Context: an optimization exercise on an open-source flow, tuned for small area, a short achievable clock period and few clock cycles. The choices shown serve that exercise and are no tape-out recipe.
In this exercise RTL edits were held to simulation tests only and were not proved equivalent to the original.
No activity file was given, so power comes from the tool's default toggle rates.

<file path="design/flow/config.mk">
export PLATFORM = sky130hd
export DESIGN_NAME = interval_set_insert_merge_unit
export DESIGN_NICKNAME = interval_set_insert_merge_unit
export VERILOG_FILES = /design/flow/design.v
export SDC_FILE = /design/flow/constraint.sdc
export NUM_CORES = 4
export LEC_CHECK = 0
export CAP_MARGIN = 20
export CORE_MARGIN = 2
export CORE_UTILIZATION = 30
export CTS_CLUSTER_DIAMETER = 80
export CTS_CLUSTER_SIZE = 30
export PLACE_DENSITY = 0.45
export SLEW_MARGIN = 20
export SYNTH_MEMORY_MAX_BITS = 16384
</file>
<file path="design/flow/flow/run.sh">
#!/bin/bash
# The standard layout, with timing repair aiming below the clock period:
# the repair steps treat any setup slack under SETUP_SLACK_MARGIN as a
# violation. The SDC (clock period, I/O delays) is left as it is.
set -euo pipefail
export SETUP_SLACK_MARGIN=7.8
bash standard.sh > standard.log 2>&1
</file>
<file path="design/flow/design.v">
package isim_pkg;
   localparam int DEF_NUM_RULES  = 16;
   localparam int DEF_MAX_RANGES = 16;
   localparam int BAR_BITS       = 12;
   localparam int IDX_IN_W       = 4;
   localparam int WEIGHT_W       = 16;
   localparam int HAND_W         = 2;
   localparam int STATUS_W       = 3;
   localparam int COUNT_OUT_W    = 5;
   typedef enum logic [STATUS_W-1:0] {
      ST_CREATED  = 3'd0,
      ST_MERGED   = 3'd1,
      ST_ORDER    = 3'd2,
      ST_MISMATCH = 3'd3,
      ST_FULL     = 3'd4
   } status_type;
   typedef enum logic [2:0] {
      S_IDLE,
      S_META,
      S_SCAN,
      S_CHECK,
      S_MOVE,
      S_PLACE
   } state_type;
   typedef struct packed {
      logic wr_en;
      logic rd_en;
   } ram_ctl_type;
   function automatic integer addr_bits(input integer depth);
      addr_bits = (depth > 1) ? $clog2(depth) : 1;
   endfunction
endpackage
module interval_set_insert_merge_unit
#(
   parameter int NUM_RULES  = isim_pkg::DEF_NUM_RULES,
   parameter int MAX_RANGES = isim_pkg::DEF_MAX_RANGES
) (
   input  logic                   clock,
   input  logic                   reset,
   input  logic                   req_valid,
   output logic                   req_ready,
   input  logic [isim_pkg::IDX_IN_W-1:0]    req_rule_index,
   input  logic [isim_pkg::BAR_BITS-1:0]    req_start_bar,
   input  logic [isim_pkg::BAR_BITS-1:0]    req_end_bar,
   input  logic [isim_pkg::WEIGHT_W-1:0]    req_rule_weight,
   input  logic [isim_pkg::HAND_W-1:0]      req_hand_kind,
   output logic                   rsp_valid,
   input  logic                   rsp_ready,
   output logic [isim_pkg::STATUS_W-1:0]    rsp_status,
   output logic [isim_pkg::COUNT_OUT_W-1:0] rsp_range_count,
   output logic [isim_pkg::BAR_BITS-1:0]    rsp_merged_start,
   output logic [isim_pkg::BAR_BITS-1:0]    rsp_merged_end
);
   localparam int NR = 16;
   localparam int MR = 16;
   localparam int BW = isim_pkg::BAR_BITS;
   localparam int WW = isim_pkg::WEIGHT_W;
   localparam int HW = isim_pkg::HAND_W;
   localparam int RSP_W = 3 + 5 + 2 * BW;
   localparam int QD = 5;               
   localparam int CAP = QD + 1;         
   logic [NR-1:0]                  created_q;
   logic [NR-1:0][WW-1:0]          w_q;
   logic [NR-1:0][HW-1:0]          h_q;
   logic [NR-1:0][MR-1:0]          v_q;
   logic [NR-1:0][MR-1:0][BW-1:0]  lo_q;
   logic [NR-1:0][MR-1:0][BW-1:0]  hi_q;
   logic          a_v;
   logic [3:0]    a_idx;
   logic [NR-1:0] a_oh;
   logic [BW-1:0] a_s, a_e;
   logic [WW-1:0] a_w;
   logic [HW-1:0] a_h;
   logic          b_v;
   logic [3:0]    b_idx;
   logic [BW-1:0] b_s, b_e;
   logic [WW-1:0] b_w;
   logic [HW-1:0] b_h;
   logic          b_order;
   logic          b_cr;
   logic          b_mism_t;             
   logic [MR-1:0] b_rv;
   logic [MR-1:0][BW-1:0] b_lo, b_hi;
   logic          b_same_c, b_same_d;
   logic          c_v;
   logic [3:0]    c_idx;
   logic [WW-1:0] c_w;
   logic [HW-1:0] c_h;
   logic          c_order, c_cr, c_mism;
   logic [NR-1:0] c_oh;
   logic [MR-1:0] c_vvp, c_ovlp;        
   logic          c_virt, c_ovlv;       
   logic [BW-1:0] c_m_lo, c_m_hi;
   logic          d_wr;
   logic [WW-1:0] d_w;
   logic [HW-1:0] d_h;
   logic [MR-1:0] d_nv, d_tgt;
   logic [BW-1:0] d_m_lo, d_m_hi;
   logic [CAP-1:0] occ;
   logic           accept, pop;
   assign req_ready = !occ[CAP-1];
   assign accept    = req_valid && !occ[CAP-1];
   always_ff @(posedge clock) begin
      if (reset) begin
         occ <= '0;
      end else if (accept && !pop) begin
         occ <= {occ[CAP-2:0], 1'b1};
      end else if (pop && !accept) begin
         occ <= {1'b0, occ[CAP-1:1]};
      end
   end
   always_ff @(posedge clock) begin
      if (reset) a_v <= 1'b0;
      else       a_v <= accept;
   end
   always_ff @(posedge clock) begin
      a_idx <= req_rule_index;
      for (int r = 0; r < NR; r++) a_oh[r] <= (req_rule_index == 4'(r));
      a_s   <= req_start_bar;
      a_e   <= req_end_bar;
      a_w   <= req_rule_weight;
      a_h   <= req_hand_kind;
   end
   logic          t_cr;
   logic [WW-1:0] t_w;
   logic [HW-1:0] t_h;
   logic [MR-1:0] t_v;
   logic [MR-1:0][BW-1:0] t_lo, t_hi;
   always_comb begin
      t_cr = 1'b0;
      t_w  = '0;
      t_h  = '0;
      t_v  = '0;
      t_lo = '0;
      t_hi = '0;
      for (int r = 0; r < NR; r++) begin
         t_cr = t_cr | (a_oh[r] & created_q[r]);
         t_w  = t_w  | ({WW{a_oh[r]}} & w_q[r]);
         t_h  = t_h  | ({HW{a_oh[r]}} & h_q[r]);
         t_v  = t_v  | ({MR{a_oh[r]}} & v_q[r]);
         t_lo = t_lo | ({MR*BW{a_oh[r]}} & lo_q[r]);
         t_hi = t_hi | ({MR*BW{a_oh[r]}} & hi_q[r]);
      end
   end
   always_ff @(posedge clock) begin
      if (reset) b_v <= 1'b0;
      else       b_v <= a_v;
   end
   always_ff @(posedge clock) begin
      b_idx    <= a_idx;
      b_s      <= a_s;
      b_e      <= a_e;
      b_w      <= a_w;
      b_h      <= a_h;
      b_order  <= a_s > a_e;
      b_cr     <= t_cr;
      b_mism_t <= (t_w != a_w) || (t_h != a_h);
      b_rv     <= t_v;
      b_lo     <= t_lo;
      b_hi     <= t_hi;
      b_same_c <= b_v && (b_idx == a_idx);
      b_same_d <= c_v && (c_idx == a_idx);
   end
   logic [MR-1:0] c_vv, c_ovl, c_keep, c_cand, c_tgt;
   logic          c_full, c_wr;
   assign c_vv   = c_vvp  | (c_virt ? d_tgt : '0);
   assign c_ovl  = c_ovlp | ((c_virt && c_ovlv) ? d_tgt : '0);
   assign c_keep = c_vv & ~c_ovl;
   assign c_cand = ~c_keep;
   assign c_tgt  = c_cand & (~c_cand + MR'(1));
   assign c_full = (&c_vv) && !(|c_ovl);
   assign c_wr   = c_v && !c_order && !(c_cr && c_mism);
   logic          fc, fd;
   assign fc = c_wr && b_same_c;
   assign fd = d_wr && b_same_d;
   logic          e_cr, e_mism, virt;
   logic [MR-1:0] e_vv, use_d;
   always_comb begin
      e_cr   = b_cr || fc || fd;
      e_mism = fc ? ((c_w != b_w) || (c_h != b_h)) :
               fd ? ((d_w != b_w) || (d_h != b_h)) : b_mism_t;
      virt   = fc && !c_full;
      e_vv  = fc ? c_keep : fd ? d_nv : (b_cr ? b_rv : '0);
      use_d = fd ? d_tgt : '0;
   end
   logic cm_ge, cm_le, cm_lt, cm_gt, dm_ge, dm_le, dm_lt, dm_gt;
   assign cm_ge = c_m_hi >= b_s;
   assign cm_le = c_m_lo <= b_e;
   assign cm_lt = c_m_lo <  b_s;
   assign cm_gt = c_m_hi >  b_e;
   assign dm_ge = d_m_hi >= b_s;
   assign dm_le = d_m_lo <= b_e;
   assign dm_lt = d_m_lo <  b_s;
   assign dm_gt = d_m_hi >  b_e;
   logic [MR-1:0] ovl, sl_t, sh_t, sl_d, sh_d;
   logic          ovl_v, sl_v, sh_v;
   always_comb begin
      for (int j = 0; j < MR; j++) begin
         logic ge, le, lt, gt;
         ge = b_hi[j] >= b_s;
         le = b_lo[j] <= b_e;
         lt = b_lo[j] <  b_s;
         gt = b_hi[j] >  b_e;
         if (use_d[j]) ovl[j] = e_vv[j] && dm_ge && dm_le;
         else          ovl[j] = e_vv[j] && ge && le;
         sl_t[j] = ovl[j] && !use_d[j] && lt;
         sh_t[j] = ovl[j] && !use_d[j] && gt;
         sl_d[j] = ovl[j] && use_d[j] && dm_lt;
         sh_d[j] = ovl[j] && use_d[j] && dm_gt;
      end
      ovl_v = virt && cm_ge && cm_le;
      sl_v  = ovl_v && cm_lt;
      sh_v  = ovl_v && cm_gt;
   end
   logic [BW-1:0] or_lo, or_hi, m_lo, m_hi;
   always_comb begin
      or_lo = ({BW{sl_v}} & c_m_lo) | ({BW{|sl_d}} & d_m_lo);
      or_hi = ({BW{sh_v}} & c_m_hi) | ({BW{|sh_d}} & d_m_hi);
      for (int j = 0; j < MR; j++) begin
         or_lo = or_lo | ({BW{sl_t[j]}} & b_lo[j]);
         or_hi = or_hi | ({BW{sh_t[j]}} & b_hi[j]);
      end
      m_lo = (|{sl_t, sl_d, sl_v}) ? or_lo : b_s;
      m_hi = (|{sh_t, sh_d, sh_v}) ? or_hi : b_e;
   end
   always_ff @(posedge clock) begin
      if (reset) c_v <= 1'b0;
      else       c_v <= b_v;
   end
   always_ff @(posedge clock) begin
      c_idx   <= b_idx;
      c_w     <= b_w;
      c_h     <= b_h;
      c_order <= b_order;
      c_cr    <= e_cr;
      c_mism  <= e_mism;
      for (int r = 0; r < NR; r++) c_oh[r] <= (b_idx == 4'(r));
      c_vvp   <= e_cr ? e_vv : '0;
      c_ovlp  <= ovl;
      c_virt  <= virt;
      c_ovlv  <= ovl_v;
      c_m_lo  <= m_lo;
      c_m_hi  <= m_hi;
   end
   for (genvar r = 0; r < NR; r++) begin : g_rule
      logic wr_rule;
      assign wr_rule = c_wr && c_oh[r];
      always_ff @(posedge clock) begin
         if (wr_rule) begin
            w_q[r] <= c_w;
            h_q[r] <= c_h;
            v_q[r] <= c_keep | c_tgt;
         end
      end
      for (genvar j = 0; j < MR; j++) begin : g_slot
         always_ff @(posedge clock) begin
            if (wr_rule && c_tgt[j]) begin
               lo_q[r][j] <= c_m_lo;
               hi_q[r][j] <= c_m_hi;
            end
         end
      end
   end
   always_ff @(posedge clock) begin
      if (reset) begin
         created_q <= '0;
      end else if (c_wr) begin
         created_q <= created_q | c_oh;
      end
   end
   always_ff @(posedge clock) begin
      if (reset) d_wr <= 1'b0;
      else       d_wr <= c_wr;
   end
   always_ff @(posedge clock) begin
      d_w    <= c_w;
      d_h    <= c_h;
      d_nv   <= c_keep | c_tgt;
      d_tgt  <= c_tgt;
      d_m_lo <= c_m_lo;
      d_m_hi <= c_m_hi;
   end
   logic          r_v;
   logic [2:0]    r_st;
   logic [MR-1:0] r_cset;               
   logic          r_inc;                
   logic [BW-1:0] r_lo, r_hi;
   logic [2:0] st;
   logic       ok;
   always_comb begin
      if (c_order)     st = isim_pkg::ST_ORDER;
      else if (!c_cr)  st = isim_pkg::ST_CREATED;
      else if (c_mism) st = isim_pkg::ST_MISMATCH;
      else if (c_full) st = isim_pkg::ST_FULL;
      else             st = isim_pkg::ST_MERGED;
      ok = (st == isim_pkg::ST_CREATED) || (st == isim_pkg::ST_MERGED);
   end
   always_ff @(posedge clock) begin
      if (reset) r_v <= 1'b0;
      else       r_v <= c_v;
   end
   always_ff @(posedge clock) begin
      r_st   <= st;
      r_cset <= ok ? c_keep : c_vv;
      r_inc  <= ok;
      r_lo   <= ok ? c_m_lo : '0;
      r_hi   <= ok ? c_m_hi : '0;
   end
   logic [4:0] r_cnt;
   always_comb begin
      r_cnt = 5'(r_inc);
      for (int j = 0; j < MR; j++) r_cnt = r_cnt + 5'(r_cset[j]);
   end
   logic [RSP_W-1:0] rsp_new;
   assign rsp_new = {r_st, r_cnt, r_lo, r_hi};
   logic                      hv;
   logic [RSP_W-1:0]          head_q;
   logic [QD-1:0][RSP_W-1:0]  fifo_q;
   logic [2:0]                rd_p, wr_p;
   logic [2:0]                f_cnt;
   logic                      f_empty, hload, f_pop, f_push;
   assign pop     = hv && rsp_ready;
   assign hload   = !hv || pop;
   assign f_empty = (f_cnt == 3'd0);
   assign f_pop   = hload && !f_empty;
   assign f_push  = r_v && !(hload && f_empty);
   always_ff @(posedge clock) begin
      if (reset) begin
         hv    <= 1'b0;
         rd_p  <= '0;
         wr_p  <= '0;
         f_cnt <= '0;
      end else begin
         if (hload) hv <= !f_empty || r_v;
         if (f_pop)  rd_p <= (rd_p == 3'(QD - 1)) ? 3'd0 : rd_p + 3'd1;
         if (f_push) wr_p <= (wr_p == 3'(QD - 1)) ? 3'd0 : wr_p + 3'd1;
         f_cnt <= f_cnt + 3'(f_push) - 3'(f_pop);
      end
   end
   always_ff @(posedge clock) begin
      if (hload) head_q <= f_empty ? rsp_new : fifo_q[rd_p];
      for (int i = 0; i < QD; i++) begin
         if (r_v && wr_p == 3'(i)) fifo_q[i] <= rsp_new;
      end
   end
   assign rsp_valid = hv;
   assign {rsp_status, rsp_range_count, rsp_merged_start, rsp_merged_end} = head_q;
endmodule
</file>
<file path="design/flow/constraint.sdc">
create_clock -name core_clock -period 12.0 [get_ports {clock}]
set_input_delay 2.4000 -clock core_clock [delete_from_list [all_inputs] [get_ports {clock}]]
set_output_delay 2.4000 -clock core_clock [all_outputs]
set_load 0.01 [all_outputs]
</file>
<file path="design/flow/standard.sh">
#!/bin/bash
# synth_recipe.tcl (not shown) runs the flow's synth.tcl, then flattens the netlist and writes it again
# the make line also repeats each setting of config.mk as NAME=value (left out here)
make -C /OpenROAD-flow-scripts/flow DESIGN_CONFIG=/design/flow/config.mk WORK_HOME=/design/flow/orfs CLKGATE_MAP_FILE= SYNTH_SCRIPT=/design/flow/synth_recipe.tcl "${@:-finish}"
</file>
==> results of run 1 <==
[state kept, by name, summed over array words and instances, names as in the netlist, 160 cells and up]
name / flops
hi_q: 3072
lo_q: 3072
w_q: 256
v_q: 240
b_hi: 192
b_lo: 192
fifo_q: 160
[worst paths after layout]
kind                                      endpoint  slack, ns
worst max register to register   c_m_hi[0]$_DFF_P_       7.69
worst min register to register      b_w[1]$_DFF_P_       0.38
worst max-delay path            rsp_range_count[2]       7.69
worst min-delay path                b_w[1]$_DFF_P_       0.38
[metrics by stage]
stage / hold WS [ns] / instance area, um^2 / power, W
after floorplan: 0.310 / 284000 / 0.0319
after global placement: 0.377 / 304000 / 0.0341
after detailed placement: 0.375 / 305000 / 0.0341
after CTS: 0.388 / 323000 / 0.0515
after global routing: 0.393 / 325000 / 0.0527
final: 0.381 / 325000 / 0.0513
[power by group through the flow]
stage	clock network (W)	registers [W]	logic [W]
4_1_cts	0.0180	0.0302	0.00332
5_1_grt	0.0189	0.0301	0.00360
3_3_place_gp	0	0.0308	0.00330
3_5_place_dp	0	0.0308	0.00333
2_1_floorplan	0	0.0302	0.00163
6_report	0.0177	0.0302	0.00334
[logic make-up after synthesis]
family / after synthesis / share of synthesized area (%)
AO/OA/AOI/OAI: 4468 / 13.0
XOR/XNOR: 66 / 0.204
adder cells (fa/ha/maj): 884 / 3.93
buffers and inverters: 1024 / 1.37
flip-flops: 7630 / 78.1
multiplexers: 38 / 0.276
AND/OR/NAND/NOR: 1691 / 3.13
[layout by cell type, fill, tap and decap left out, types with 43 or more instances in the layout]
cell | synthesis | final
a21o_1 | 112 | 112
a21oi_1 | 309 | 305
a221oi_1 | 1708 | 1703
a22o_1 | 1692 | 1692
a22oi_1 | 123 | 122
buf_12 | 0 | 199
buf_4 | 1 | 524
bufinv_16 | 0 | 45
clkbuf_16 | 0 | 424
clkdlybuf4s50_1 | 0 | 48
dfxtp_1 | 766 | 712
dfxtp_4 | 0 | 43
diode_2 | 0 | 80
edfxtp_1 | 6864 | 6864
ha_1 | 872 | 870
inv_1 | 152 | 113
inv_6 | 0 | 58
nand2_1 | 229 | 203
nand3_1 | 84 | 81
nand4_1 | 574 | 574
nor2_1 | 452 | 195
nor2_4 | 2 | 324
nor2b_1 | 66 | 64
nor3_1 | 60 | 49
o211ai_1 | 45 | 45
o21ai_0 | 160 | 148
[timing repair]
action / CTS / global route
cloned: 55 / 14
pin swaps: 105 / 52
endpoints found under the setup margin: 1882 / 1614
hold buffers: 0 / 0
endpoints found under the hold margin: 0 / 0
setup buffers: 151 / 68
gates resized for setup: 310 / 80
[routing by layer]
layer	wire length [um]	up-vias	GRT usage, %
li1	-	68000	-
met1	478000	91800	31.4
met2	518000	7033	36.2
met3	74800	1223	2.86
met4	31300	22	5.07
met5	150	-	0
[final cells by class]
class                      count  share of cell area (%)
multi-input combinational   7213                    18.9
inverter                     154                   0.231
clock buffer                 454                    3.30
antenna                       80                  0.0616
timing repair buffer         865                    3.03
tap                        12600                    4.84
clock inverter               318                    1.45
sequential                  7630                    68.2
==> reports/results.ini, run 1 <==
[critical_path]
cpLargestDelayFamily=flip-flops
crit_type=reg2out
crit_fanout=1
crit_chain=buf_2
reg2reg_depth=14
path_depth=1
cpPeakStageDelay_ns=0.54
setup.worst_path.start_class=register
cp.arrival_ns=1.91
r2r_start=b_e[9]$_DFF_P_
end_kind=output port
crit_required_ns=9.60
worst_path_max_delay_cell=edfxtp_1
crit_path_start=head_q[26]$_DFFE_PP_
crit_buf_inv=1

[placement]
dp_hpwl_um=644000
pre_cts_ws_ns=6.75
gp_congestion=0.964
port_buffers=83
dpl.cell_count=28100

[logic_synthesis]
ys_seq_area_share_pct=78.1
syn_area_um2=284000
yosys_warnings=1
synth_top_area_cell=edfxtp_1
synth_flop_cell=edfxtp_1
synth_most_common_cell=edfxtp_1
synth-edff-count=6864
synth-seq-cells=7630
synth_top_cell_area_share_pct=72.7
netlist_top_cells_count=edfxtp_1, a221oi_1, a22o_1, ha_1, clkbuf_1
synth.distinct_cells=84
synth_area_leaders=edfxtp_1, dfxtp_1, a221oi_1
synth_cells=15800
synth_nets=16700
syn_area_per_cell_um2=17.9
synth-async-reset-ratio_pct=0

[pwr]
power.density_nw_per_um2=158
p_sw_w=0.0130
ir_drop_uv=159
power_frac_seq_pct=58.9
netSwitchingFraction_pct=25.4
combPwrFrac_pct=6.5
p_clk_share_pct=34.6
p_int_w=0.0382
power.leakage_nw=103

[detailed_routing]
final_antenna_net_count=0
viasPerCell=5.74
dr.pass1.iters=10
drt_iter0_drc=21900
wl_per_cell_um=37.6
vias=168000
drc=0
wirelength_um=1100000

[grt]
grt_antenna_before_repair=122
grt_pass1_wl_um=1470000
overflow=0
grt_pass1_vias=158000
grt_max_degree=180
grt_usage_pct=22.1

[clock_network]
cts_buffers=408
cts.clk_slew.worst_paths_ns=0.11
htree_levels=5
cts_sinks=7630
clock_latency_ns=1.18
clockBufferDepth=4
root_buffer=clkbuf_16
cts_tree=done

[hold_path]
hold_path_class=reg2reg
worstHoldStart=a_w[1]$_DFF_P_
holdPathStages=0

[sta]
max-slew-margin-rel_pct=11.5
worstMarginPinSlew_ns=1.33
skew_ns=0.0981
finalMaxSlewViolations=0
rsz0062_at_grt=true
min_period_ns=4.31
tns_ns=0
fin_crit_sh_pct=35.9
fin_ws_ns=7.69
finalSetupViolCount=0
max_freq_ghz=0.232
hold_violations=0

[final_layout]
drive_gt1_share_pct=12.8
area_growth_pct=14.7
instances_no_fill=29300
regArea_um2=222000
utilization_pct=34.5
nFillCells=88900
multiInputGateArea_um2=61500
final_nets=17200

[floorplan]
dieArea_um2=953000
core_area_um2=943000
fp-row-count=357
fp.dieW_um=976
boundaryPins=84
start_util_pct=30.1
die_h_um=976

[job]
cap_violations=0

[outcome]
status=timing/DRC/antenna clean

Testbench counts, summed over its fixed seeds: cycles 9,640.
==> run 2, diff against run 1 <==
--- a/design/flow/design.v
+++ b/design/flow/design.v
@@ -88,8 +88,10 @@
    logic [HW-1:0] c_h;
    logic          c_order, c_cr, c_mism;
    logic [NR-1:0] c_oh;
-   logic [MR-1:0] c_vvp, c_ovlp;        
-   logic          c_virt, c_ovlv;       
+   logic [MR-1:0] c_vv;                 
+   logic [MR-1:0] c_keep;               
+   logic [MR-1:0] c_fa, c_ff;           
+   logic          c_any;                
    logic [BW-1:0] c_m_lo, c_m_hi;
    logic          d_wr;
    logic [WW-1:0] d_w;
@@ -161,14 +163,10 @@
       b_same_c <= b_v && (b_idx == a_idx);
       b_same_d <= c_v && (c_idx == a_idx);
    end
-   logic [MR-1:0] c_vv, c_ovl, c_keep, c_cand, c_tgt;
+   logic [MR-1:0] c_tgt;
    logic          c_full, c_wr;
-   assign c_vv   = c_vvp  | (c_virt ? d_tgt : '0);
-   assign c_ovl  = c_ovlp | ((c_virt && c_ovlv) ? d_tgt : '0);
-   assign c_keep = c_vv & ~c_ovl;
-   assign c_cand = ~c_keep;
-   assign c_tgt  = c_cand & (~c_cand + MR'(1));
-   assign c_full = (&c_vv) && !(|c_ovl);
+   assign c_tgt  = c_any ? c_fa : c_ff;
+   assign c_full = !c_any && !(|c_ff);
    assign c_wr   = c_v && !c_order && !(c_cr && c_mism);
    logic          fc, fd;
    assign fc = c_wr && b_same_c;
@@ -223,6 +221,9 @@
       m_lo = (|{sl_t, sl_d, sl_v}) ? or_lo : b_s;
       m_hi = (|{sh_t, sh_d, sh_v}) ? or_hi : b_e;
    end
+   logic [MR-1:0] vfull, absorbed;
+   assign vfull    = e_vv | (virt ? c_tgt : '0);
+   assign absorbed = ovl | (ovl_v ? c_tgt : '0);
    always_ff @(posedge clock) begin
       if (reset) c_v <= 1'b0;
       else       c_v <= b_v;
@@ -235,10 +236,11 @@
       c_cr    <= e_cr;
       c_mism  <= e_mism;
       for (int r = 0; r < NR; r++) c_oh[r] <= (b_idx == 4'(r));
-      c_vvp   <= e_cr ? e_vv : '0;
-      c_ovlp  <= ovl;
-      c_virt  <= virt;
-      c_ovlv  <= ovl_v;
+      c_vv    <= vfull;
+      c_keep  <= vfull & ~absorbed;
+      c_fa    <= absorbed & (~absorbed + MR'(1));
+      c_ff    <= ~vfull & (vfull + MR'(1));
+      c_any   <= |absorbed;
       c_m_lo  <= m_lo;
       c_m_hi  <= m_hi;
    end
==> run 2 against run 1 <==
  * Clock skew is 0.016 ns lower
  * Die area up 0.70%
  * Sequential cell count grew 48
  * Maximum frequency up 0.52%
  * Synthesized cell count is 0.78% higher
  * Critical path depth is 11 higher
  * First-iteration DRC count fell by 4.7%
  * Non-clock buffer count decreased by 139
==> reports/results.ini, run 2 <==
[sta]
tns_ns=0  ; unchanged
fin_ws_ns=7.71  ; +0.0221 ns
skew_ns=0.0821  ; -0.0160 ns
rsz0062_at_grt=true
max_freq_ghz=0.233  ; +0.52%
fin_crit_sh_pct=35.8  ; -0.18 points
min_period_ns=4.29  ; -0.0221 ns
finalMaxSlewViolations=0  ; unchanged
finalSetupViolCount=0  ; unchanged
worstMarginPinSlew_ns=1.19  ; -0.134 ns
max-slew-margin-rel_pct=20.3  ; +8.8 points
hold_violations=0  ; unchanged

[logic_synthesis]
synth.distinct_cells=90  ; +7.1%
synth_nets=16900  ; +0.73%
synth_top_cell_area_share_pct=72.4  ; -0.34 points
netlist_top_cells_count=edfxtp_1, a221oi_1, a22o_1, ha_1, clkbuf_1
synth-seq-cells=7678  ; +0.63%
synth_most_common_cell=edfxtp_1
yosys_warnings=1  ; unchanged
synth-async-reset-ratio_pct=0  ; unchanged
ys_seq_area_share_pct=77.9  ; -0.15 points
synth_area_leaders=edfxtp_1, dfxtp_1, a221oi_1
synth_top_area_cell=edfxtp_1
synth-edff-count=6880  ; +0.23%
syn_area_per_cell_um2=17.9  ; about the same
synth_flop_cell=edfxtp_1
syn_area_um2=286000  ; +0.71%
synth_cells=15900  ; +0.78%

[placement]
gp_congestion=0.917  ; -4.9%
dp_hpwl_um=635000  ; -1.5%
port_buffers=83  ; unchanged
pre_cts_ws_ns=6.73  ; -0.0204 ns

[clock_network]
htree_levels=5  ; unchanged
cts_tree=done
cts_sinks=7678  ; +0.63%
cts_buffers=409  ; +0.25%
cts.clk_slew.worst_paths_ns=0.11  ; about the same
hold_buffers=0  ; unchanged
clockBufferDepth=4  ; unchanged
clock_latency_ns=1.14  ; -0.04 ns
root_buffer=clkbuf_16

[detailed_routing]
final_antenna_net_count=0  ; unchanged
wl_per_cell_um=37.6  ; -0.22%
vias=167000  ; -0.36%
drt_iter0_drc=20900  ; -4.7%
dr.pass1.iters=8  ; -2
viasPerCell=5.73  ; -0.12%
wirelength_um=1100000  ; -0.46%
drc=0  ; unchanged

[critical_path]
setup.worst_path.start_class=register
crit_type=reg2reg
cp.arrival_ns=5.30  ; +3.39 ns
worst_path_max_delay_cell=a222oi_1
reg2reg_depth=12  ; -2
crit_fanout=29  ; +28
worstReg2RegEnd=c_m_lo[6]$_DFF_P_
end_kind=register
crit_path_start=b_e[3]$_DFF_P_
cpPeakStageDelay_ns=0.72  ; +0.18 ns
endpoint=c_m_lo[6]$_DFF_P_
r2r_start=b_e[3]$_DFF_P_
crit_chain=clkinv_4 -> buf_8 -> ha_1 -> and4_1 -> or3_1 -> a21oi_1 -> a2111o_1 -> a211oi_1 -> and2_2 -> a222oi_1 -> nand3_1 -> a211o_1
regToRegSetupSlack_ns=7.71  ; +0.02 ns
crit_required_ns=13.00  ; +3.40 ns

[final_layout]
nFillCells=89900  ; +1.1%
final_nets=17100  ; -0.51%
final_cell_mix=edfxtp_1, a22o_1, a221oi_1, ha_1, dfxtp_1
final_common_cell=edfxtp_1
largestRegisters=hi_q x3072, lo_q x3072
area_growth_pct=13.2
drive_gt1_share_pct=11.9  ; -0.96 points

[grt]
overflow=0  ; unchanged
grt_pass1_vias=160000  ; +1.1%
grt_antenna_before_repair=88  ; -28%
grt_pass1_wl_um=1460000  ; -0.13%
grt_usage_pct=22.0  ; -0.14 points
grt_max_degree=194  ; +7.8%

[floorplan]
boundaryPins=84  ; unchanged
core_area_um2=950000  ; +0.66%
fp.dieW_um=980  ; +0.35%
dieArea_um2=960000  ; +0.70%
start_util_pct=30.1  ; about the same
die_h_um=980  ; +0.35%
fp-row-count=358  ; +0.28%

[hold_path]
holdPathStages=0  ; unchanged
hold_path_class=reg2reg

[pwr]
p_total_w=0.0512  ; about the same
power.density_nw_per_um2=159  ; +0.54%
power.leakage_nw=102  ; -0.70%
ir_drop_uv=139  ; -12%

[outcome]
status=timing/DRC/antenna clean

[job]
cap_violations=0  ; unchanged

-- run 2: timing repair --
item,4_1_cts,5_1_grt
gates cloned,1,0
pin swaps,10,12
endpoints found under the setup margin,89,45
buffers inserted,9,13
gates resized for setup,242,60
-- run 2: worst max-delay path, delay by kind of cell, from the launching register on --
family / cells / cell delay (ns)
and+or+nand+nor: 4 / 1.27
AOI/OAI and AO/OA: 5 / 1.58
buffers and inverters: 2 / 0.55
DFF: 1 / 0.38
adders and majority gates: 1 / 0.34
-- run 2: worst min-delay path by stage --
stage	from	to	slack, ns
after floorplan	b_order$_DFF_P_	c_order$_DFF_P_	0.31
after global placement	b_h[0]$_DFF_P_	c_h[0]$_DFF_P_	0.38
after detailed placement	b_w[6]$_DFF_P_	c_w[6]$_DFF_P_	0.38
after CTS	b_w[6]$_DFF_P_	c_w[6]$_DFF_P_	0.37
after global routing	b_w[6]$_DFF_P_	c_w[6]$_DFF_P_	0.39
final	b_w[6]$_DFF_P_	c_w[6]$_DFF_P_	0.38
-- run 2: cell families (layout without fill, tap and decap cells) --
group           count (synthesis)  count (layout)  share of synthesized area, %
xor+xnor                       66              66                         0.202
compound gates               4446            4446                          12.9
other cells                     0              62                             0
fa+ha+maj                     884             884                          3.91
mux                            73              73                         0.404
buf+inv                      1044            1666                          1.39
flops                        7678            7678                          77.9
simple gates                 1733            1734                          3.21
-- run 2: routing by layer --
metal / share of wire, % / wire (um) / GRT usage, %
met3: 6.3 / 69300 / 2.72
met2: 47 / 511000 / 35.8
met5: 0.0084 / 92 / 0
met1: 44 / 483000 / 31.3
met4: 3.1 / 34000 / 5.49
-- run 2: final cells by class --
type	instances	area [um^2]	area share [%]
diodes	62	155	0.0480
clock buffers	451	10700	3.31
clock inverters	323	4500	1.39
inverters	166	800	0.247
multi-input cells	7203	61700	19.1
flip-flops and latches	7678	223000	68.9
well taps	12600	15800	4.88
repair buffers	726	6940	2.15
-- run 2: report_power, final --
group          leakage [nW]  switching [W]  internal, W
Sequential             68.5       0.000965       0.0294
Combinational          26.3        0.00220      0.00109
Clock                  7.31        0.00993      0.00765
Total                   102         0.0131       0.0381
-- run 2: per-stage QoR --
step / instance area, um^2 / hold slack [ns] / instances / utilization [%]
after floorplan: 286000 / 0.310 / 15900 / -
after global placement: 306000 / 0.382 / 28300 / 32.3
after detailed placement: 307000 / 0.384 / 28300 / 32.3
after CTS: 323000 / 0.374 / 29100 / 34.0
after global routing: 323000 / 0.386 / 29200 / 34.0
final: 323000 / 0.379 / 29200 / 34.0
Testbench counts of run 2, summed over its fixed seeds: cycles 9,640.
==> run 3, diff against run 2 <==
--- a/design/flow/design.v
+++ b/design/flow/design.v
@@ -57,7 +57,7 @@
    localparam int WW = isim_pkg::WEIGHT_W;
    localparam int HW = isim_pkg::HAND_W;
    localparam int RSP_W = 3 + 5 + 2 * BW;
-   localparam int QD = 5;               
+   localparam int QD = 4;               
    localparam int CAP = QD + 1;         
    logic [NR-1:0]                  created_q;
    logic [NR-1:0][WW-1:0]          w_q;
@@ -65,12 +65,6 @@
    logic [NR-1:0][MR-1:0]          v_q;
    logic [NR-1:0][MR-1:0][BW-1:0]  lo_q;
    logic [NR-1:0][MR-1:0][BW-1:0]  hi_q;
-   logic          a_v;
-   logic [3:0]    a_idx;
-   logic [NR-1:0] a_oh;
-   logic [BW-1:0] a_s, a_e;
-   logic [WW-1:0] a_w;
-   logic [HW-1:0] a_h;
    logic          b_v;
    logic [3:0]    b_idx;
    logic [BW-1:0] b_s, b_e;
@@ -111,17 +105,9 @@
          occ <= {1'b0, occ[CAP-1:1]};
       end
    end
-   always_ff @(posedge clock) begin
-      if (reset) a_v <= 1'b0;
-      else       a_v <= accept;
-   end
-   always_ff @(posedge clock) begin
-      a_idx <= req_rule_index;
-      for (int r = 0; r < NR; r++) a_oh[r] <= (req_rule_index == 4'(r));
-      a_s   <= req_start_bar;
-      a_e   <= req_end_bar;
-      a_w   <= req_rule_weight;
-      a_h   <= req_hand_kind;
+   logic [NR-1:0] a_oh;
+   always_comb begin
+      for (int r = 0; r < NR; r++) a_oh[r] = (req_rule_index == 4'(r));
    end
    logic          t_cr;
    logic [WW-1:0] t_w;
@@ -146,22 +132,22 @@
    end
    always_ff @(posedge clock) begin
       if (reset) b_v <= 1'b0;
-      else       b_v <= a_v;
+      else       b_v <= accept;
    end
    always_ff @(posedge clock) begin
-      b_idx    <= a_idx;
-      b_s      <= a_s;
-      b_e      <= a_e;
-      b_w      <= a_w;
-      b_h      <= a_h;
-      b_order  <= a_s > a_e;
+      b_idx    <= req_rule_index;
+      b_s      <= req_start_bar;
+      b_e      <= req_end_bar;
+      b_w      <= req_rule_weight;
+      b_h      <= req_hand_kind;
+      b_order  <= req_start_bar > req_end_bar;
       b_cr     <= t_cr;
-      b_mism_t <= (t_w != a_w) || (t_h != a_h);
+      b_mism_t <= (t_w != req_rule_weight) || (t_h != req_hand_kind);
       b_rv     <= t_v;
       b_lo     <= t_lo;
       b_hi     <= t_hi;
-      b_same_c <= b_v && (b_idx == a_idx);
-      b_same_d <= c_v && (c_idx == a_idx);
+      b_same_c <= b_v && (b_idx == req_rule_index);
+      b_same_d <= c_v && (c_idx == req_rule_index);
    end
    logic [MR-1:0] c_tgt;
    logic          c_full, c_wr;
==> run 3 against run 2 <==
  * Via count grew 0.13%
  * Wire length grew 1.7%
  * Clock skew shrank 0.0065 ns
  * First-iteration DRC count grew 1.9%
==> reports/results.ini, run 3 <==
[sta]
skew_ns=0.0756  ; -0.00651 ns
rsz0062_at_grt=true
fin_crit_sh_pct=36.3  ; +0.52 points
hold_violations=0  ; unchanged
max-slew-margin-rel_pct=20.4  ; +0.11 points
min_period_ns=4.35  ; +0.0621 ns
worstMarginPinSlew_ns=1.19  ; +0.00115 ns
max_freq_ghz=0.230  ; -1.4%
finalMaxSlewViolations=0  ; unchanged
fin_ws_ns=7.65  ; -0.0621 ns
finalSetupViolCount=0  ; unchanged
tns_ns=0  ; unchanged

[detailed_routing]
wirelength_um=1120000  ; +1.7%
dr.pass1.iters=9  ; +1
wl_per_cell_um=38.4  ; +2.2%
drt_iter0_drc=21300  ; +1.9%
final_antenna_net_count=0  ; unchanged
viasPerCell=5.77  ; +0.68%
vias=168000  ; +0.13%
drc=0  ; unchanged

[critical_path]
setup.worst_path.start_class=primary input
crit_required_ns=12.92  ; -0.08 ns
r2r_start=b_e[11]$_DFF_P_
crit_path_start=req_rule_index[2]
reg2reg_depth=13  ; +1
end_kind=register
cp.arrival_ns=5.27  ; -0.03 ns
crit_type=in2reg
regToRegSetupSlack_ns=7.74  ; +0.03 ns
crit_fanout=75  ; +160%

[logic_synthesis]
syn_area_per_cell_um2=17.9  ; -0.24%
synth-async-reset-ratio_pct=0  ; unchanged
ys_seq_area_share_pct=77.8  ; -0.16 points
synth_cells=15800  ; -0.57%
synth.distinct_cells=85  ; -5.6%
synth_most_common_cell=edfxtp_1
synth_nets=16800  ; -0.55%
synth-seq-cells=7582  ; -1.3%
netlist_top_cells_count=edfxtp_1, a22o_1, a221oi_1, ha_1, clkbuf_1
yosys_warnings=1  ; unchanged
syn_area_um2=283000  ; -0.81%
synth_top_cell_area_share_pct=72.6  ; +0.25 points
synth-edff-count=6848  ; -0.47%
synth_area_leaders=edfxtp_1, a22o_1, a221oi_1
synth_top_area_cell=edfxtp_1
synth_flop_cell=edfxtp_1

[grt]
grt_pass1_wl_um=1480000  ; +1.4%
grt_antenna_before_repair=77  ; -13%
grt_max_degree=196  ; +1.0%
grt_pass1_vias=161000  ; +0.54%
overflow=0  ; unchanged
grt_usage_pct=22.5  ; +0.51 points

[final_layout]
utilization_pct=34.3  ; +0.26 points
nFillCells=88500  ; -1.5%
regArea_um2=221000  ; -1.0%
area_growth_pct=13.9
final_common_cell=edfxtp_1
final_nets=17100  ; -0.21%
drive_gt1_share_pct=12.4  ; +0.55 points
final_cell_mix=edfxtp_1, a22o_1, a221oi_1, ha_1, dfxtp_1
multiInputGateArea_um2=62100  ; +0.71%
largestRegisters=hi_q x3072, lo_q x3072

[hold_path]
hold_path_class=reg2reg
worstHoldStart=b_order$_DFF_P_
holdPathStages=0  ; unchanged

[floorplan]
fp-row-count=356  ; -0.56%
core_area_um2=940000  ; -0.98%
dieArea_um2=952000  ; -0.80%
boundaryPins=84  ; unchanged
start_util_pct=30.1  ; +0.053 points
fp.dieW_um=976  ; -0.40%
die_h_um=976  ; -0.40%

[clock_network]
clock_latency_ns=1.08  ; -0.06 ns
htree_levels=5  ; unchanged
cts_tree=done
cts.clk_slew.worst_paths_ns=0.10  ; about the same
clockBufferDepth=4  ; unchanged
cts_buffers=393  ; -3.9%
cts_sinks=7582  ; -1.3%
root_buffer=clkbuf_16

[job]
cap_violations=0  ; unchanged

[pwr]
power.density_nw_per_um2=156  ; -1.7%
ir_drop_uv=157  ; +13%
power.leakage_nw=102  ; -0.41%

[placement]
dp_hpwl_um=610000  ; -3.9%
port_buffers=83  ; unchanged
gp_congestion=0.907  ; -1.0%
pre_cts_ws_ns=4.98  ; -1.75 ns

[outcome]
status=timing/DRC/antenna clean

-- run 3: cell types whose count changed in the layout (fill, tap and decap cells not counted), moves of 28 or more --
cell      previous run  this run
nor2_1             229       163
buf_16              17        61
a22oi_1             85        57
buf_6               14        56
dfxtp_1            746       668
nand3_1             68       100
edfxtp_1          6880      6848
diode_2             62        27
buf_4              528       484
nand2_1            155       193
clkinv_8            36        72
-- run 3: cell type report --
class                           instances  share of cell area, %
Timing Repair inverter                  2                0.00543
Clock inverter                        321                   1.31
Multi-Input combinational cell       7209                   19.3
Sequential cell                      7582                   68.4
Inverter                              172                  0.270
Clock buffer                          417                   3.10
Antenna cell                           27                 0.0209
Timing Repair Buffer                  790                   2.80
Tap cell                            12500                   4.86
-- run 3: critical path: stages --
cell	delay (ns)
buf_4	0.22
nand2b_4	0.25
nor3_4	0.08
buf_16	0.19
buf_16	0.44
buf_12	0.37
a22o_1	0.28
a221oi_1	0.30
nand4_1	0.15
-- run 3: cell families after synthesis --
group	share of synthesized area (%)
muxes	0.399
buffers and inverters	1.39
AOI/OAI and AO/OA	13.0
adders and majority gates	3.93
DFF	77.8
xor gates and xnor gates	0.204
and+or+nand+nor	3.29
-- run 3: power breakdown --
group	leakage, nW	switching (W)	internal (W)
clock	6.85	0.00984	0.00691
combinational	27.2	0.00214	0.00115
sequential	67.6	0.00107	0.0291
total	102	0.0131	0.0372
-- run 3: per-stage QoR --
| step | hold slack [ns] | total power (W) | cell area [um^2] | std cells |
|---|---|---|---|---|
| 2_1_floorplan | 0.310 | 0.0318 | 284000 | 15800 |
| 3_3_place_gp | 0.331 | 0.0339 | 304000 | 28100 |
| 3_5_place_dp | 0.320 | 0.0339 | 305000 | 28200 |
| 4_1_cts | 0.339 | 0.0504 | 322000 | 29000 |
| 5_1_grt | 0.349 | 0.0516 | 323000 | 29000 |
| 6_report | 0.337 | 0.0502 | 323000 | 29100 |
-- run 3: per-layer routing --
metal | global-route usage [%] | wire length (um) | up-vias
met4 | 7.32 | 44700 | 12
met2 | 37.0 | 522000 | 7150
li1 | - | - | 67800
met1 | 30.9 | 473000 | 91300
met3 | 2.96 | 75200 | 1351
met5 | 0 | 83 | -
-- run 3: final timing paths --
path | endpoint
max | b_lo[143]$_DFF_P_
min | c_order$_DFF_P_
max reg2reg | c_m_hi[11]$_DFF_P_
min reg2reg | c_order$_DFF_P_
-- run 3: repair_timing --
action | in CTS | in global routing
gates cloned | 32 | 3
buffers inserted | 41 | 33
endpoints found under the setup margin | 3677 | 35
resized for setup | 422 | 98
hold buffers | 0 | 0
pin swaps | 21 | 26
Testbench counts of run 3, summed over its fixed seeds: cycles 9,632.
==> run 4, diff against run 3 <==
--- a/design/flow/config.mk
+++ b/design/flow/config.mk
@@ -7,9 +7,9 @@
 export LEC_CHECK = 0
 export CAP_MARGIN = 20
 export CORE_MARGIN = 2
-export CORE_UTILIZATION = 30
-export CTS_CLUSTER_DIAMETER = 80
-export CTS_CLUSTER_SIZE = 30
-export PLACE_DENSITY = 0.45
+export CORE_UTILIZATION = 60
+export CTS_CLUSTER_DIAMETER = 70
+export CTS_CLUSTER_SIZE = 27
+export PLACE_DENSITY = 0.7
 export SLEW_MARGIN = 20
 export SYNTH_MEMORY_MAX_BITS = 16384
==> run 4 against run 3 <==
  * Synthesized cell count did not move
  * Combinational power decreased by 3%
  * Wire length shrank 16%
  * Global-route usage up 16 points
  * Die area decreased by 50%
  * Highest routed layer unchanged
  * Count of clock-buffer cells in the layout rose by 69
  * Hold slack better by 0.0089 ns
  * Sequential power about the same
  * Largest cell class unchanged
  * Critical path depth did not move
  * Still clean on timing, DRC and antenna
==> reports/results.ini, run 4 <==
[logic_synthesis]
netlist_top_cells_count=edfxtp_1, a22o_1, a221oi_1, ha_1, clkbuf_1
syn_area_um2=283000  ; unchanged
synth-edff-count=6848  ; unchanged
synth_cells=15800  ; unchanged
syn_area_per_cell_um2=17.9  ; unchanged
synth.distinct_cells=85  ; unchanged
synth_flop_cell=edfxtp_1
synth_nets=16800  ; unchanged
synth_top_cell_area_share_pct=72.6  ; unchanged
synth_most_common_cell=edfxtp_1
ys_seq_area_share_pct=77.8  ; unchanged
synth_top_area_cell=edfxtp_1
yosys_warnings=1  ; unchanged
synth_area_leaders=edfxtp_1, a22o_1, a221oi_1
synth-async-reset-ratio_pct=0  ; unchanged
synth-seq-cells=7582  ; unchanged

[critical_path]
crit_path_start=b_same_c$_DFF_P_
r2r_start=b_same_c$_DFF_P_
setup.worst_path.start_class=register
reg2reg_depth=9  ; -4
end_kind=register
cpLargestDelayFamily=compound AO/OA/AOI/OAI gates
worst_path_max_delay_cell=o211ai_1
crit_chain=and2_4 -> nand2_2 -> buf_4 -> o211ai_1 -> a211oi_1 -> and3_2 -> a222oi_1 -> and4_1 -> a41oi_2
cp.arrival_ns=5.41  ; +0.14 ns
crit_fanout=13  ; -83%
cpPeakStageDelay_ns=0.92  ; +0.48 ns
path_depth=9  ; unchanged
crit_type=reg2reg
crit_buf_inv=1  ; -3
regToRegSetupSlack_ns=7.54  ; -0.20 ns
crit_required_ns=12.95  ; +0.03 ns

[pwr]
ir_drop_uv=135  ; -14%
power.density_nw_per_um2=157  ; +0.60%
power.leakage_nw=100  ; -1.7%

[final_layout]
utilization_pct=66.3  ; +32 points
largestRegisters=hi_q x3072, lo_q x3072
fin_area_um2=312000  ; -3.4%
final_common_cell=edfxtp_1
final_nets=16900  ; -1.3%
drive_gt1_share_pct=10.5  ; -1.9 points
final_cell_mix=edfxtp_1, a22o_1, a221oi_1, ha_1, dfxtp_1
area_growth_pct=10.0

[detailed_routing]
wirelength_um=932000  ; -16%
drt_iter0_drc=30600  ; +44%
wl_per_cell_um=41.4  ; +7.8%
dr.pass1.iters=6  ; -3
drc=0  ; unchanged
viasPerCell=7.55  ; +31%
final_antenna_net_count=0  ; unchanged
vias=170000  ; +1.4%

[outcome]
status=timing/DRC/antenna clean

[clock_network]
clock_latency_ns=1.11  ; +0.03 ns
htree_levels=5  ; unchanged
root_buffer=clkbuf_16
hold_buffers=0  ; unchanged
cts_tree=done
clockBufferDepth=4  ; unchanged
cts_sinks=7582  ; unchanged
cts_buffers=384  ; -2.3%
cts.clk_slew.worst_paths_ns=0.11  ; about the same

[sta]
fin_ws_ns=7.54  ; -0.103 ns
min_period_ns=4.46  ; +0.103 ns
rsz0062_at_grt=true
fin_crit_sh_pct=37.1  ; +0.86 points
finalMaxSlewViolations=0  ; unchanged
max-slew-margin-rel_pct=10.2  ; -10 points
skew_ns=0.0673  ; -0.00828 ns
hold_violations=0  ; unchanged
finalSetupViolCount=0  ; unchanged
worstMarginPinSlew_ns=1.35  ; +0.152 ns
tns_ns=0  ; unchanged
max_freq_ghz=0.224  ; -2.3%

[placement]
dp_hpwl_um=499000  ; -18%
gp_congestion=1.02  ; +12%
port_buffers=83  ; unchanged
pre_cts_ws_ns=5.14  ; +0.164 ns
place_area_um2=295000  ; -3.3%

[job]
cap_violations=0  ; unchanged

[hold_path]
worstHoldStart=b_order$_DFF_P_
holdPathStages=0  ; unchanged
hold_path_class=reg2reg

[grt]
grt_max_degree=211  ; +7.7%
overflow=0  ; unchanged
grt_antenna_before_repair=59  ; -23%
grt_usage_pct=38.2  ; +16 points
grt_pass1_vias=158000  ; -1.4%
grt_pass1_wl_um=1270000  ; -14%

[floorplan]
fp.dieW_um=691  ; -29%
boundaryPins=84  ; unchanged
start_util_pct=60.2  ; +30 points
fp-row-count=252  ; -29%
core_area_um2=470000  ; -50%
dieArea_um2=478000  ; -50%
die_h_um=691  ; -29%

[run 4: path summary, 6_finish.rpt]
check | to
max | c_m_hi[4]$_DFF_P_
min | c_order$_DFF_P_
max reg2reg | c_m_hi[4]$_DFF_P_
min reg2reg | c_order$_DFF_P_
[run 4: cell families (layout without fill, tap and decap cells)]
group                      Yosys count  after routing  synth area share [%]
adders and majority gates          882            882                  3.93
xor gates and xnor gates            66             66                 0.204
and+or+nand+nor                   1761           1764                  3.29
buffers and inverters             1046           1468                  1.39
DFF                               7582           7582                  77.8
other                                0             26                     0
AOI/OAI and AO/OA                 4426           4426                  13.0
muxes                               71             71                 0.399
[run 4: power by group]
part	switching [W]	internal (W)
Clock	0.00899	0.00664
Combinational	0.00205	0.00113
Sequential	0.000891	0.0291
Total	0.0119	0.0369
[run 4: per-layer routing]
layer  share of wire [%]  vias to the layer above  track usage [%]
li1                    -                    67200                -
met1                  35                    86400             52.8
met2                  44                    14000             57.4
met3                  15                     2347             10.4
met4                 5.9                       16             17.5
met5               0.012                        -                0
[run 4: timing repair]
| item | CTS | global route |
|---|---|---|
| setup buffers | 44 | 16 |
| setup endpoints to repair | 2250 | 238 |
| pin swaps | 24 | 14 |
| gates cloned | 23 | 8 |
| resized for setup | 365 | 81 |
[run 4: area by class of cell]
type                    instances  area (um^2)
diodes                         26         65.1
clock buffers                 486        10200
clock inverters               223         3000
fillers                     30700       159000
inverters                     172          746
multi-input cells            7209        61800
flip-flops and latches       7582       221000
well taps                    6223         7790
repair buffers                586         7640
repair inverters                1         8.76
[run 4: stage by stage]
stage | total power (W) | cells | hold slack (ns)
4_1_cts | 0.0486 | 22400 | 0.347
6_report | 0.0488 | 22500 | 0.346
5_1_grt | 0.0498 | 22500 | 0.350
2_1_floorplan | 0.0318 | 15800 | 0.310
3_3_place_gp | 0.0335 | 21600 | 0.316
3_5_place_dp | 0.0335 | 21700 | 0.319
==> run 5, diff against run 4 <==
==> design/flow/flow/run.sh (replaced) <==
#!/bin/bash
# The standard layout, with timing repair aiming below the clock period:
# the repair steps treat any setup slack under SETUP_SLACK_MARGIN as a
# violation. The SDC (clock period, I/O delays) is left as it is.
set -euo pipefail
export SETUP_SLACK_MARGIN=8.1
bash standard.sh > standard.log 2>&1
==> run 5 against run 4 <==
  * The layout now fails its checks (slew limit)
  * Cell count rose by 0.43%
  * Via count up 1.3%
  * Non-clock buffer count increased by 98
  * First-iteration DRC count grew 1.1%
  * Core utilization up 0.62 points
  * Combinational power up 3%
  * Worst setup slack better by 0.041 ns
  * Critical path depth unchanged
  * Global-route usage up 0.58 points
  * Largest cell class unchanged
  * Largest power group unchanged
  * Highest routed layer unchanged
==> reports/results.ini, run 5 <==
[grt]
grt_antenna_before_repair=50  ; -15%
grt_pass1_vias=159000  ; +0.18%
grt_pass1_wl_um=1290000  ; +1.2%
overflow=0  ; unchanged
grt_usage_pct=38.8  ; +0.58 points
grt_max_degree=226  ; +7.1%

[logic_synthesis]
synth_most_common_cell=edfxtp_1
synth_top_cell_area_share_pct=72.6  ; unchanged
synth_area_leaders=edfxtp_1, a22o_1, a221oi_1
synth_cells=15800  ; unchanged
syn_area_um2=283000  ; unchanged
synth_nets=16800  ; unchanged
syn_area_per_cell_um2=17.9  ; unchanged
synth-edff-count=6848  ; unchanged
netlist_top_cells_count=edfxtp_1, a22o_1, a221oi_1, ha_1, clkbuf_1
synth_top_area_cell=edfxtp_1
synth-seq-cells=7582  ; unchanged
ys_seq_area_share_pct=77.8  ; unchanged
yosys_warnings=1  ; unchanged
synth_flop_cell=edfxtp_1
synth-async-reset-ratio_pct=0  ; unchanged
synth.distinct_cells=85  ; unchanged

[critical_path]
cp.arrival_ns=5.38  ; -0.03 ns
crit_type=reg2reg
crit_fanout=12  ; -1
crit_required_ns=12.96  ; about the same
setup.worst_path.start_class=register
end_kind=register

[clock_network]
cts_tree=done
root_buffer=clkbuf_16
clockBufferDepth=4  ; unchanged
htree_levels=5  ; unchanged
cts.clk_slew.worst_paths_ns=0.10  ; about the same
clock_latency_ns=1.11  ; about the same
cts_sinks=7582  ; unchanged
cts_buffers=384  ; unchanged

[floorplan]
fp.dieW_um=691  ; unchanged
dieArea_um2=478000  ; unchanged
start_util_pct=60.2  ; unchanged
boundaryPins=84  ; unchanged
die_h_um=691  ; unchanged
fp-row-count=252  ; unchanged
core_area_um2=470000  ; unchanged

[outcome]
failed_checks=slew limit
status=failed layout checks

[placement]
place_area_um2=296000  ; +0.25%
gp_congestion=0.992  ; -2.4%
port_buffers=83  ; unchanged
dp_hpwl_um=496000  ; -0.65%

[sta]
finalMaxSlewViolations=1  ; +1
max_freq_ghz=0.226  ; +0.93%
tns_ns=0  ; unchanged
hold_violations=0  ; unchanged
skew_ns=0.0726  ; +0.00528 ns
finalSetupViolCount=0  ; unchanged
fin_crit_sh_pct=36.8  ; -0.34 points
min_period_ns=4.42  ; -0.0410 ns
worstMarginPinSlew_ns=1.55  ; +0.208 ns
rsz0062_at_grt=true
max-slew-margin-rel_pct=-3.66  ; -14 points

[pwr]
power.leakage_nw=101  ; +1.3%
ir_drop_uv=119  ; -12%
power.density_nw_per_um2=156  ; -0.58%

[job]
cap_violations=0  ; unchanged

[detailed_routing]
vias=172000  ; +1.3%
final_antenna_net_count=0  ; unchanged
drc=0  ; unchanged
wirelength_um=958000  ; +2.8%
dr.pass1.iters=8  ; +2
drt_iter0_drc=31000  ; +1.1%
wl_per_cell_um=42.4  ; +2.4%
viasPerCell=7.62  ; +0.86%

[final_layout]
drive_gt1_share_pct=12.7  ; +2.1 points
fin_area_um2=315000  ; +0.94%
final_nets=17000  ; +0.64%
final_cell_mix=edfxtp_1, a22o_1, a221oi_1, ha_1, dfxtp_1
final_common_cell=edfxtp_1
area_growth_pct=11.1
largestRegisters=hi_q x3072, lo_q x3072

[hold_path]
hold_path_class=reg2reg

run 5: cell counts after synthesis:
No cell type changed its count.
run 5: kinds of logic after synthesis:
kind of cell               Yosys count  synth area share, %
DFF                               7582                 77.8
AOI/OAI and AO/OA                 4426                 13.0
and+or+nand+nor                   1761                 3.29
buffers and inverters             1046                 1.39
adders and majority gates          882                 3.93
muxes                               71                0.399
xor gates and xnor gates            66                0.204
run 5: power breakdown:
group	total, W	switching (W)	internal, W
Combinational	0.00328	0.00210	0.00119
Clock	0.0157	0.00898	0.00668
Sequential	0.0301	0.000938	0.0291
Total	0.0490	0.0120	0.0370
run 5: area by class of cell:
| type | instances | area (um^2) |
|---|---|---|
| Sequential cell | 7582 | 221000 |
| Fill cell | 30500 | 156000 |
| Multi-Input combinational cell | 7219 | 63300 |
| Clock buffer | 469 | 10000 |
| Timing Repair Buffer | 684 | 9050 |
| Tap cell | 6223 | 7790 |
| Clock inverter | 236 | 3040 |
| Inverter | 172 | 825 |
| Antenna cell | 19 | 47.5 |
| Timing Repair inverter | 1 | 11.3 |
run 5: what timing repair did:
item / in CTS / in global routing
hold endpoints to repair: 0 / 0
hold buffers: 0 / 0
pin swaps: 33 / 54
gates cloned: 38 / 28
resized for setup: 514 / 244
setup endpoints to repair: 3487 / 432
buffers inserted: 58 / 87
run 5: worst paths after layout:
| path | start | end | slack (ns) | cells past startpoint |
|---|---|---|---|---|
| worst max-delay path | b_hi[152]$_DFF_P_ | c_m_hi[9]$_DFF_P_ | 7.58 | 9 |
| worst min-delay path | b_w[4]$_DFF_P_ | c_w[4]$_DFF_P_ | 0.40 | 0 |
| worst max register to register | b_hi[152]$_DFF_P_ | c_m_hi[9]$_DFF_P_ | 7.58 | 9 |
| worst min register to register | b_w[4]$_DFF_P_ | c_w[4]$_DFF_P_ | 0.40 | 0 |
run 5: metal layers:
metal	global-route usage [%]	vias to the layer above	wire length, um
li1	-	67500	-
met1	53.7	87300	331000
met2	57.4	14700	415000
met3	11.3	2610	152000
met4	18.0	24	59000
met5	0.160	-	184
run 5: per-stage QoR:
| step | util, % | instances | hold slack, ns | power (W) | setup slack (ns) |
|---|---|---|---|---|---|
| after floorplan | - | 15800 | 0.310 | 0.0319 | 7.87 |
| after global placement | 62.8 | 21600 | 0.378 | 0.0335 | 5.25 |
| after detailed placement | 62.9 | 21600 | 0.381 | 0.0336 | 5.16 |
| after CTS | 66.3 | 22400 | 0.395 | 0.0487 | 7.89 |
| after global routing | 66.9 | 22600 | 0.402 | 0.0500 | 7.72 |
| final | 66.9 | 22600 | 0.395 | 0.0490 | 7.58 |
run 5: worst max-delay path, cell delays in order, from the launching register on:
cell and delay (ns):
dfxtp_1 0.84, ha_1 0.40, a2111o_1 0.41, a31oi_1 0.14, o21ai_0 0.27, and3_4 0.33, a22o_1 0.19, a221oi_1 1.18
and3_1 0.43, a31oi_1 0.10
==> run 6, diff against run 5 <==
--- a/design/flow/design.v
+++ b/design/flow/design.v
@@ -57,7 +57,7 @@
    localparam int WW = isim_pkg::WEIGHT_W;
    localparam int HW = isim_pkg::HAND_W;
    localparam int RSP_W = 3 + 5 + 2 * BW;
-   localparam int QD = 4;               
+   localparam int QD = 5;               
    localparam int CAP = QD + 1;         
    logic [NR-1:0]                  created_q;
    logic [NR-1:0][WW-1:0]          w_q;
@@ -65,6 +65,12 @@
    logic [NR-1:0][MR-1:0]          v_q;
    logic [NR-1:0][MR-1:0][BW-1:0]  lo_q;
    logic [NR-1:0][MR-1:0][BW-1:0]  hi_q;
+   logic          a_v;
+   logic [3:0]    a_idx;
+   logic [NR-1:0] a_oh;
+   logic [BW-1:0] a_s, a_e;
+   logic [WW-1:0] a_w;
+   logic [HW-1:0] a_h;
    logic          b_v;
    logic [3:0]    b_idx;
    logic [BW-1:0] b_s, b_e;
@@ -75,6 +81,7 @@
    logic          b_mism_t;             
    logic [MR-1:0] b_rv;
    logic [MR-1:0][BW-1:0] b_lo, b_hi;
+   logic [MR-1:0] b_ge, b_le, b_lt, b_gt;
    logic          b_same_c, b_same_d;
    logic          c_v;
    logic [3:0]    c_idx;
@@ -105,9 +112,17 @@
          occ <= {1'b0, occ[CAP-1:1]};
       end
    end
-   logic [NR-1:0] a_oh;
-   always_comb begin
-      for (int r = 0; r < NR; r++) a_oh[r] = (req_rule_index == 4'(r));
+   always_ff @(posedge clock) begin
+      if (reset) a_v <= 1'b0;
+      else       a_v <= accept;
+   end
+   always_ff @(posedge clock) begin
+      a_idx <= req_rule_index;
+      for (int r = 0; r < NR; r++) a_oh[r] <= (req_rule_index == 4'(r));
+      a_s   <= req_start_bar;
+      a_e   <= req_end_bar;
+      a_w   <= req_rule_weight;
+      a_h   <= req_hand_kind;
    end
    logic          t_cr;
    logic [WW-1:0] t_w;
@@ -132,22 +147,28 @@
    end
    always_ff @(posedge clock) begin
       if (reset) b_v <= 1'b0;
-      else       b_v <= accept;
+      else       b_v <= a_v;
    end
    always_ff @(posedge clock) begin
-      b_idx    <= req_rule_index;
-      b_s      <= req_start_bar;
-      b_e      <= req_end_bar;
-      b_w      <= req_rule_weight;
-      b_h      <= req_hand_kind;
-      b_order  <= req_start_bar > req_end_bar;
+      b_idx    <= a_idx;
+      b_s      <= a_s;
+      b_e      <= a_e;
+      b_w      <= a_w;
+      b_h      <= a_h;
+      b_order  <= a_s > a_e;
       b_cr     <= t_cr;
-      b_mism_t <= (t_w != req_rule_weight) || (t_h != req_hand_kind);
+      b_mism_t <= (t_w != a_w) || (t_h != a_h);
       b_rv     <= t_v;
       b_lo     <= t_lo;
       b_hi     <= t_hi;
-      b_same_c <= b_v && (b_idx == req_rule_index);
-      b_same_d <= c_v && (c_idx == req_rule_index);
+      for (int j = 0; j < MR; j++) begin
+         b_ge[j] <= t_hi[j] >= a_s;
+         b_le[j] <= t_lo[j] <= a_e;
+         b_lt[j] <= t_lo[j] <  a_s;
+         b_gt[j] <= t_hi[j] >  a_e;
+      end
+      b_same_c <= b_v && (b_idx == a_idx);
+      b_same_d <= c_v && (c_idx == a_idx);
    end
    logic [MR-1:0] c_tgt;
    logic          c_full, c_wr;
@@ -180,15 +201,10 @@
    logic          ovl_v, sl_v, sh_v;
    always_comb begin
       for (int j = 0; j < MR; j++) begin
-         logic ge, le, lt, gt;
-         ge = b_hi[j] >= b_s;
-         le = b_lo[j] <= b_e;
-         lt = b_lo[j] <  b_s;
-         gt = b_hi[j] >  b_e;
          if (use_d[j]) ovl[j] = e_vv[j] && dm_ge && dm_le;
-         else          ovl[j] = e_vv[j] && ge && le;
-         sl_t[j] = ovl[j] && !use_d[j] && lt;
-         sh_t[j] = ovl[j] && !use_d[j] && gt;
+         else          ovl[j] = e_vv[j] && b_ge[j] && b_le[j];
+         sl_t[j] = ovl[j] && !use_d[j] && b_lt[j];
+         sh_t[j] = ovl[j] && !use_d[j] && b_gt[j];
          sl_d[j] = ovl[j] && use_d[j] && dm_lt;
          sh_d[j] = ovl[j] && use_d[j] && dm_gt;
       end
==> design/flow/flow/run.sh (replaced) <==
#!/bin/bash
# The standard layout, with timing repair aiming below the clock period:
# the repair steps treat any setup slack under SETUP_SLACK_MARGIN as a
# violation. The SDC (clock period, I/O delays) is left as it is.
set -euo pipefail
export SETUP_SLACK_MARGIN=7.8
bash standard.sh > standard.log 2>&1
==> run 6 against run 5 <==
  * The run now finishes clean
  * Critical path depth unchanged
  * Synthesized area rose by 1.1%
  * Count of clock-buffer cells in the layout increased by 26
  * Maximum frequency up 3.5%
  * Worst setup slack gained 0.15 ns
  * Via count up 0.13%
  * Clock skew shrank 0.018 ns
  * Hold slack lost 0.032 ns
  * Register-to-register slack better by 0.15 ns
  * Wire length up 2.1%
  * Critical endpoint is now b_le[11]$_DFF_P_
  * Largest cell class unchanged
==> reports/results.ini, run 6 <==
[outcome]
status=timing/DRC/antenna clean

[clock_network]
cts_sinks=7742  ; +2.1%
htree_levels=5  ; unchanged
cts_tree=done
cts.clk_slew.worst_paths_ns=0.10  ; about the same
clock_latency_ns=1.10  ; about the same
root_buffer=clkbuf_16
cts_buffers=397  ; +3.4%
clockBufferDepth=4  ; unchanged

[final_layout]
final_cell_mix=edfxtp_1, a221oi_1, a22o_1, ha_1, dfxtp_1
final_nets=17100  ; +0.78%
instances_no_fill=22900  ; +1.5%
largestRegisters=hi_q x3072, lo_q x3072
final_common_cell=edfxtp_1
area_growth_pct=9.77
utilization_pct=66.2  ; -0.70 points
drive_gt1_share_pct=10.4  ; -2.3 points
fin_area_um2=314000  ; about the same

[sta]
rsz0062_at_grt=true
finalMaxSlewViolations=0  ; -1
tns_ns=0  ; unchanged
max-slew-margin-rel_pct=17.7  ; +21 points
fin_crit_sh_pct=35.6  ; -1.2 points
fin_ws_ns=7.73  ; +0.149 ns
max_freq_ghz=0.234  ; +3.5%
finalSetupViolCount=0  ; unchanged
min_period_ns=4.27  ; -0.149 ns
skew_ns=0.0550  ; -0.0176 ns
worstMarginPinSlew_ns=1.23  ; -0.323 ns
hold_violations=0  ; unchanged

[logic_synthesis]
ys_seq_area_share_pct=78.1  ; +0.36 points
synth_top_area_cell=edfxtp_1
synth_cells=16000  ; +1.1%
synth_most_common_cell=edfxtp_1
synth_nets=16900  ; +1.0%
syn_area_um2=286000  ; +1.1%
synth_flop_cell=edfxtp_1
synth-edff-count=6880  ; +0.47%
synth.distinct_cells=70  ; -18%
yosys_warnings=1  ; unchanged
synth-seq-cells=7742  ; +2.1%
synth-async-reset-ratio_pct=0  ; unchanged
synth_area_leaders=edfxtp_1, dfxtp_1, a221oi_1
syn_area_per_cell_um2=17.9  ; about the same
netlist_top_cells_count=edfxtp_1, a221oi_1, a22o_1, ha_1, dfxtp_1
synth_top_cell_area_share_pct=72.1  ; -0.48 points

[detailed_routing]
viasPerCell=7.51  ; -1.4%
wirelength_um=978000  ; +2.1%
final_antenna_net_count=0  ; unchanged
drt_iter0_drc=30300  ; -2.2%
dr.pass1.iters=8  ; unchanged
vias=172000  ; +0.13%
wl_per_cell_um=42.6  ; +0.56%
drc=0  ; unchanged

[hold_path]
hold_path_class=reg2reg

[critical_path]
crit_chain=buf_16 -> buf_8 -> a221oi_1 -> nand4_1 -> ha_1 -> nand4_1 -> or2_2 -> o221ai_1 -> o21ai_0
crit_type=reg2reg
end_kind=register
cp.arrival_ns=5.22  ; -0.16 ns
critPathMostFrequentCell=nand4_1
setup.worst_path.start_class=register
cpPeakStageDelay_ns=0.81  ; -0.37 ns
worst_path_max_delay_cell=nand4_1
crit_fanout=82  ; +70
crit_required_ns=12.95  ; about the same

[pwr]
ir_drop_uv=128  ; +8.1%
power.leakage_nw=102  ; +1.1%
power.density_nw_per_um2=159  ; +2.3%

[grt]
grt_usage_pct=39.7  ; +0.88 points
grt_antenna_before_repair=85  ; +70%
grt_max_degree=196  ; -13%
overflow=0  ; unchanged
grt_pass1_wl_um=1320000  ; +2.4%
grt_pass1_vias=159000  ; +0.57%

[floorplan]
fp-row-count=253  ; +0.40%
fp.dieW_um=695  ; +0.56%
core_area_um2=475000  ; +1.0%
boundaryPins=84  ; unchanged
start_util_pct=60.3  ; +0.078 points
dieArea_um2=483000  ; +1.1%
die_h_um=695  ; +0.56%

[placement]
place_area_um2=298000  ; +0.85%
port_buffers=83  ; unchanged
dp_hpwl_um=563000  ; +14%
gp_congestion=1.07  ; +7.8%
pre_cts_ws_ns=7.03  ; +1.87 ns
dpl.cell_count=22000  ; +1.8%

[job]
cap_violations=0  ; unchanged

run 6: cell count changes after synthesis, sizes merged, moves of 41 or more:
| cell | previous run | this run |
|---|---|---|
| nand2 | 217 | 175 |
| a21o | 80 | 150 |
| dfxtp | 734 | 862 |
| nand3 | 101 | 60 |
| a22oi | 57 | 240 |
| buf | 65 | 113 |
| o21ai | 160 | 210 |
| a22o | 1738 | 1668 |
run 6: final cells by class:
class / count / area, um^2
timing repair buffer: 652 / 7150
antenna: 63 / 158
clock inverter: 239 / 2960
inverter: 161 / 607
clock buffer: 495 / 10700
multi-input combinational: 7220 / 60800
sequential: 7742 / 224000
tap: 6375 / 7980
fill: 31200 / 161000
run 6: stage by stage:
| step | hold WS (ns) | total power, W |
|---|---|---|
| 6_report | 0.363 | 0.0501 |
| 5_1_grt | 0.364 | 0.0510 |
| 4_1_cts | 0.371 | 0.0498 |
| 3_5_place_dp | 0.376 | 0.0342 |
| 3_3_place_gp | 0.375 | 0.0341 |
| 2_1_floorplan | 0.310 | 0.0323 |
run 6: path summary, 6_finish.rpt:
kind	startpoint	end	slack (ns)	cells after the start
setup / recovery	a_oh[6]$_DFF_P_	b_le[11]$_DFF_P_	7.73	9
hold reg to reg	a_w[6]$_DFF_P_	b_w[6]$_DFF_P_	0.36	0
setup reg to reg	a_oh[6]$_DFF_P_	b_le[11]$_DFF_P_	7.73	9
hold / removal	a_w[6]$_DFF_P_	b_w[6]$_DFF_P_	0.36	0
run 6: worst max-delay path: cells and delay by family (launching register included):
kind	cells	cell delay, ns
AND/OR/NAND/NOR	3	1.27
AO/OA/AOI/OAI	3	0.89
buffers and inverters	2	0.67
adder cells (fa/ha/maj)	1	0.63
flip-flops	1	0.50
run 6: logic make-up after synthesis:
group	count (synthesis)	share of synthesized area, %
XOR/XNOR	66	0.202
multiplexers	83	0.437
AO/OA/AOI/OAI	4454	12.7
adder cells (fa/ha/maj)	884	3.89
buffers and inverters	1043	1.38
AND/OR/NAND/NOR	1733	3.20
flip-flops	7742	78.1
run 6: report_power, final:
group / internal (W) / total, W / switching (W) / leakage [nW]
sequential: 0.0297 / 0.0303 / 0.000663 / 69.1
combinational: 0.00110 / 0.00351 / 0.00241 / 26.7
clock: 0.00696 / 0.0163 / 0.00930 / 6.61
total: 0.0377 / 0.0501 / 0.0124 / 102
run 6: timing repair:
item | in CTS | in global routing
resized for setup | 134 | 62
setup endpoints to repair | 711 | 69
pin swaps | 8 | 16
gates cloned | 1 | 4
hold buffers | 0 | 0
buffers inserted | 40 | 56
run 6: per-layer routing:
metal	part of all wire [%]	global-route usage (%)	up-vias
met1	35	54.6	88200
met4	6.2	20.4	40
li1	-	-	67600
met3	15	12.5	2365
met2	43	57.4	14200
met5	0.031	0	-
Testbench counts of run 6, summed over its fixed seeds: cycles 9,640.

Check on run 6: ideal ports give 7.734 ns setup slack; a clkbuf_16 on the clock port and buf_2 on the inputs give 7.734 ns; moving port delays by the midpoint clock arrival (1.193 ns) as well gives 7.035 ns.
